This design comes from an exercise in tuning for small area, a short achievable clock period and few clock cycles per item on the open sky130 flow, not from production work.
At most, simulation tests tie the RTL to the original design; equivalence was not proved.
No activity file was given, so power comes from the tool's default toggle rates.

==> module session_replay_counter_table, before the edit <==
module session_replay_counter_table (
    input  logic        i_clk,
    input  logic        i_rst_n,
    input  logic        i_in_valid,
    output logic        o_in_ready,
    input  logic        i_in_kind,
    input  logic [31:0] i_in_sess,
    input  logic [31:0] i_in_counter,
    output logic        o_out_valid,
    input  logic        i_out_ready,
    output logic        o_out_accepted
);
    localparam int SLOTS = srct_pkg::SLOTS;
    localparam int NB    = 4;   
    logic [SLOTS-1:0] r_valid;
    logic [31:0]      r_sess [SLOTS];
    logic [31:0]      r_ctr  [SLOTS];
    logic             r_v1;
    logic             r_kind1;
    logic [31:0]      r_sess1;
    logic [31:0]      r_c1;
    logic             r_v2;       
    logic [SLOTS-1:0] r_sel2;     
    logic             r_any2;     
    logic             r_force2;   
    logic [31:0]      r_c2;       
    logic             r_v3;
    logic [SLOTS-1:0] r_sel3;
    logic             r_any3;
    logic             r_force3;
    logic [31:0]      r_c3;
    logic [NB-1:0]    r_gb3;      
    logic [NB-1:0]    r_eb3;      
    logic [NB-1:0]    r_gf3;      
    logic [NB-1:0]    r_ef3;      
    logic             r_same3;    
    logic             r_wr4;      
    logic [2:0]       r_qcnt;
    logic [4:0]       r_qacc;
    logic             r_ovalid;   
    logic             r_ready;
    logic [SLOTS-1:0] w_hit;
    logic [SLOTS-1:0] w_first_free;
    logic [SLOTS-1:0] w_sel;
    logic             w_any_hit;
    logic             w_seen_free;
    logic             w_cnz;
    logic             w_take;
    logic             w_alloc;
    logic [31:0]      w_hctr;
    logic [NB-1:0]    w_gb;
    logic [NB-1:0]    w_eb;
    logic [NB-1:0]    w_gf;
    logic [NB-1:0]    w_ef;
    logic [NB-1:0]    w_g3;
    logic [NB-1:0]    w_e3;
    logic             w_gt;
    logic             w_wr3;
    logic             w_acc3;
    logic             w_pop;
    assign w_take = i_in_valid && r_ready;
    assign w_cnz  = (r_c1 != 32'd0);
    always_comb begin
        w_seen_free = 1'b0;
        for (int i = 0; i < SLOTS; i++) begin
            w_hit[i]        = r_valid[i] && (r_sess[i] == r_sess1);
            w_first_free[i] = !r_valid[i] && !w_seen_free;
            w_seen_free     = w_seen_free || !r_valid[i];
        end
        w_any_hit = |w_hit;
        w_alloc   = w_cnz && !w_any_hit && w_seen_free;
        w_sel     = w_any_hit ? w_hit : (w_first_free & {SLOTS{w_alloc}});
    end
    always_comb begin
        w_hctr = '0;
        for (int i = 0; i < SLOTS; i++)
            if (r_sel2[i]) w_hctr = w_hctr | r_ctr[i];
        for (int b = 0; b < NB; b++) begin
            w_gb[b] = r_c2[8*b +: 8] >  w_hctr[8*b +: 8];
            w_eb[b] = r_c2[8*b +: 8] == w_hctr[8*b +: 8];
            w_gf[b] = r_c2[8*b +: 8] >  r_c3[8*b +: 8];
            w_ef[b] = r_c2[8*b +: 8] == r_c3[8*b +: 8];
        end
    end
    always_comb begin
        if (r_same3 && r_wr4) begin
            w_g3 = r_gf3;
            w_e3 = r_ef3;
        end else begin
            w_g3 = r_gb3;
            w_e3 = r_eb3;
        end
        w_gt = w_g3[3] ||
               (w_e3[3] && (w_g3[2] ||
                            (w_e3[2] && (w_g3[1] ||
                                         (w_e3[1] && w_g3[0])))));
        w_wr3  = r_force3 || w_gt;
        w_acc3 = r_any3 && w_wr3;
    end
    always_ff @(posedge i_clk) begin
        for (int i = 0; i < SLOTS; i++) begin
            if (w_first_free[i])           r_sess[i] <= r_sess1;
            if (r_sel3[i] && w_wr3)        r_ctr[i]  <= r_c3;
        end
        r_kind1  <= i_in_kind;
        r_sess1  <= i_in_sess;
        r_c1     <= i_in_counter;
        r_c2     <= r_c1;
        r_force2 <= w_alloc || (r_kind1 && w_cnz);
        r_c3     <= r_c2;
        r_force3 <= r_force2;
        r_gb3    <= w_gb;
        r_eb3    <= w_eb;
        r_gf3    <= w_gf;
        r_ef3    <= w_ef;
        r_same3  <= |(r_sel2 & r_sel3);
        r_wr4    <= w_wr3;
    end
    logic [4:0] n_qacc;
    logic [2:0] n_qcnt;
    always_comb begin
        n_qacc = r_qacc;
        n_qcnt = r_qcnt;
        if (w_pop) begin
            n_qacc = {1'b0, r_qacc[4:1]};
            n_qcnt = n_qcnt - 3'd1;
        end
        if (r_v3) begin
            n_qacc[n_qcnt] = w_acc3;
            n_qcnt              = n_qcnt + 3'd1;
        end
    end
    assign w_pop = r_ovalid && i_out_ready;
    always_ff @(posedge i_clk) begin
        if (!i_rst_n) begin
            r_valid  <= '0;
            r_v1     <= 1'b0;
            r_v2     <= 1'b0;
            r_sel2   <= '0;
            r_any2   <= 1'b0;
            r_v3     <= 1'b0;
            r_sel3   <= '0;
            r_any3   <= 1'b0;
            r_qcnt   <= 3'd0;
            r_ovalid <= 1'b0;
            r_ready  <= 1'b1;
        end else begin
            r_valid  <= r_valid | (w_first_free & {SLOTS{r_v1 && w_alloc}});
            r_v1     <= w_take;
            r_v2     <= r_v1;
            r_sel2   <= w_sel & {SLOTS{r_v1}};
            r_any2   <= r_v1 && (w_any_hit || w_alloc);
            r_v3     <= r_v2;
            r_sel3   <= r_sel2;
            r_any3   <= r_any2;
            r_qcnt   <= n_qcnt;
            r_ovalid <= (n_qcnt != 3'd0);
            r_ready  <= ({1'b0, n_qcnt} + {3'b0, r_v2} + {3'b0, r_v1} +
                         {3'b0, w_take}) < 4'd5;
        end
        r_qacc <= n_qacc;
    end
    assign o_in_ready     = r_ready;
    assign o_out_valid    = r_ovalid;
    assign o_out_accepted = r_qacc[0];
endmodule
==> flow/config.mk <==
export PLATFORM = sky130hd
export DESIGN_NAME = session_replay_counter_table
export DESIGN_NICKNAME = session_replay_counter_table
export VERILOG_FILES = /design/flow/design.v
export SDC_FILE = /design/flow/constraint.sdc
export NUM_CORES = 4
export LEC_CHECK = 0
export CAP_MARGIN = 20
export CORE_MARGIN = 2
export CORE_UTILIZATION = 60
export CTS_CLUSTER_DIAMETER = 80
export CTS_CLUSTER_SIZE = 20
export SETUP_SLACK_MARGIN = 3.4
export SLEW_MARGIN = 20
==> flow/constraint.sdc <==
create_clock -name core_clock -period 6.0 [get_ports {i_clk}]
set_input_delay 1.2000 -clock core_clock [delete_from_list [all_inputs] [get_ports {i_clk}]]
set_output_delay 1.2000 -clock core_clock [all_outputs]
set_load 0.01 [all_outputs]
run.sh (not shown) runs the stock make flow with config.mk's settings and CLKGATE_MAP_FILE= SYNTH_SCRIPT=/design/flow/synth_recipe.tcl, a recipe that flattens the netlist after the stock synthesis.
Edit:
--- a/flow/design.v
+++ b/flow/design.v
@@ -46,4 +46,5 @@
     logic             r_ovalid;   
     logic             r_ready;
+    logic [2:0]       r_occ;      
     logic [SLOTS-1:0] w_hit;
     logic [SLOTS-1:0] w_first_free;
@@ -78,4 +79,17 @@
         w_sel     = w_any_hit ? w_hit : (w_first_free & {SLOTS{w_alloc}});
     end
+    function automatic logic [1:0] cmp8(input logic [7:0] a, input logic [7:0] b);
+        logic [7:0] g;
+        logic [7:0] l;
+        g = a & ~b;
+        l = ~a & b;
+        for (int w = 1; w < 8; w = w * 2) begin
+            for (int k = 0; k < 8; k = k + 2 * w) begin
+                g[k] = g[k + w] | (~l[k + w] & g[k]);
+                l[k] = l[k + w] | (~g[k + w] & l[k]);
+            end
+        end
+        cmp8 = {g[0], !(g[0] || l[0])};
+    endfunction
     always_comb begin
         w_hctr = '0;
@@ -83,8 +97,6 @@
             if (r_sel2[i]) w_hctr = w_hctr | r_ctr[i];
         for (int b = 0; b < NB; b++) begin
-            w_gb[b] = r_c2[8*b +: 8] >  w_hctr[8*b +: 8];
-            w_eb[b] = r_c2[8*b +: 8] == w_hctr[8*b +: 8];
-            w_gf[b] = r_c2[8*b +: 8] >  r_c3[8*b +: 8];
-            w_ef[b] = r_c2[8*b +: 8] == r_c3[8*b +: 8];
+            {w_gb[b], w_eb[b]} = cmp8(r_c2[8*b +: 8], w_hctr[8*b +: 8]);
+            {w_gf[b], w_ef[b]} = cmp8(r_c2[8*b +: 8], r_c3[8*b +: 8]);
         end
     end
@@ -151,4 +163,5 @@
             r_ovalid <= 1'b0;
             r_ready  <= 1'b1;
+            r_occ    <= 3'd0;
         end else begin
             r_valid  <= r_valid | (w_first_free & {SLOTS{r_v1 && w_alloc}});
@@ -162,6 +175,13 @@
             r_qcnt   <= n_qcnt;
             r_ovalid <= (n_qcnt != 3'd0);
-            r_ready  <= ({1'b0, n_qcnt} + {3'b0, r_v2} + {3'b0, r_v1} +
-                         {3'b0, w_take}) < 4'd5;
+            if (w_take && !w_pop) begin
+                r_occ   <= r_occ + 3'd1;
+                r_ready <= (r_occ < 3'd4);
+            end else if (!w_take && w_pop) begin
+                r_occ   <= r_occ - 3'd1;
+                r_ready <= 1'b1;
+            end else begin
+                r_ready <= (r_occ < 3'd5);
+            end
         end
         r_qacc <= n_qacc;
Effect:
- power drops by 1.8%
- sequential power barely changes
- worst hold slack loses 0.0034 ns
- final area drops by 6.6%
- clock power stays flat
- routed wire length drops by 11%
- final cell count drops by 9.0%
- critical path depth drops by 3
- via count drops by 8.9%
- first-iteration DRC count drops by 15%
- global-route usage drops by 1.2 points
Testbench counts after the change, summed over its fixed seeds: cycles 3,232, items 3,200.
Only the layout flow was run in the first run of this note; the RTL was not checked for function there.

==> static timing again, ports no longer ideal <==
In the flow no input, the clock included, has a driving cell. The finished layouts below were timed again as built, in two steps. Step 1, drivers: a clkbuf_16 drives i_clk and a buf_2 each remaining input, both assumed. Step 2 adds t to the input delays and takes it off the output delays; t is the mean of the earliest and latest rising clock arrival at the registers after step 1. Input paths then give back, and output paths get back, about the clock's delay inside the block. Slacks: ideal ports / drivers / drivers and shift; pairs: ideal ports / drivers.
run	t, ns	setup WS [ns]	worst setup path after step 2
the first run	0.638	3.258 / 3.290 / 2.652	input to register
the second run	0.632	3.335 / 3.335 / 2.917	input to register
After both steps setup and hold are still met in every run listed. The setup slack of the first run, which loses most, moves by +0.032 ns with the drivers and by -0.606 ns with both steps.
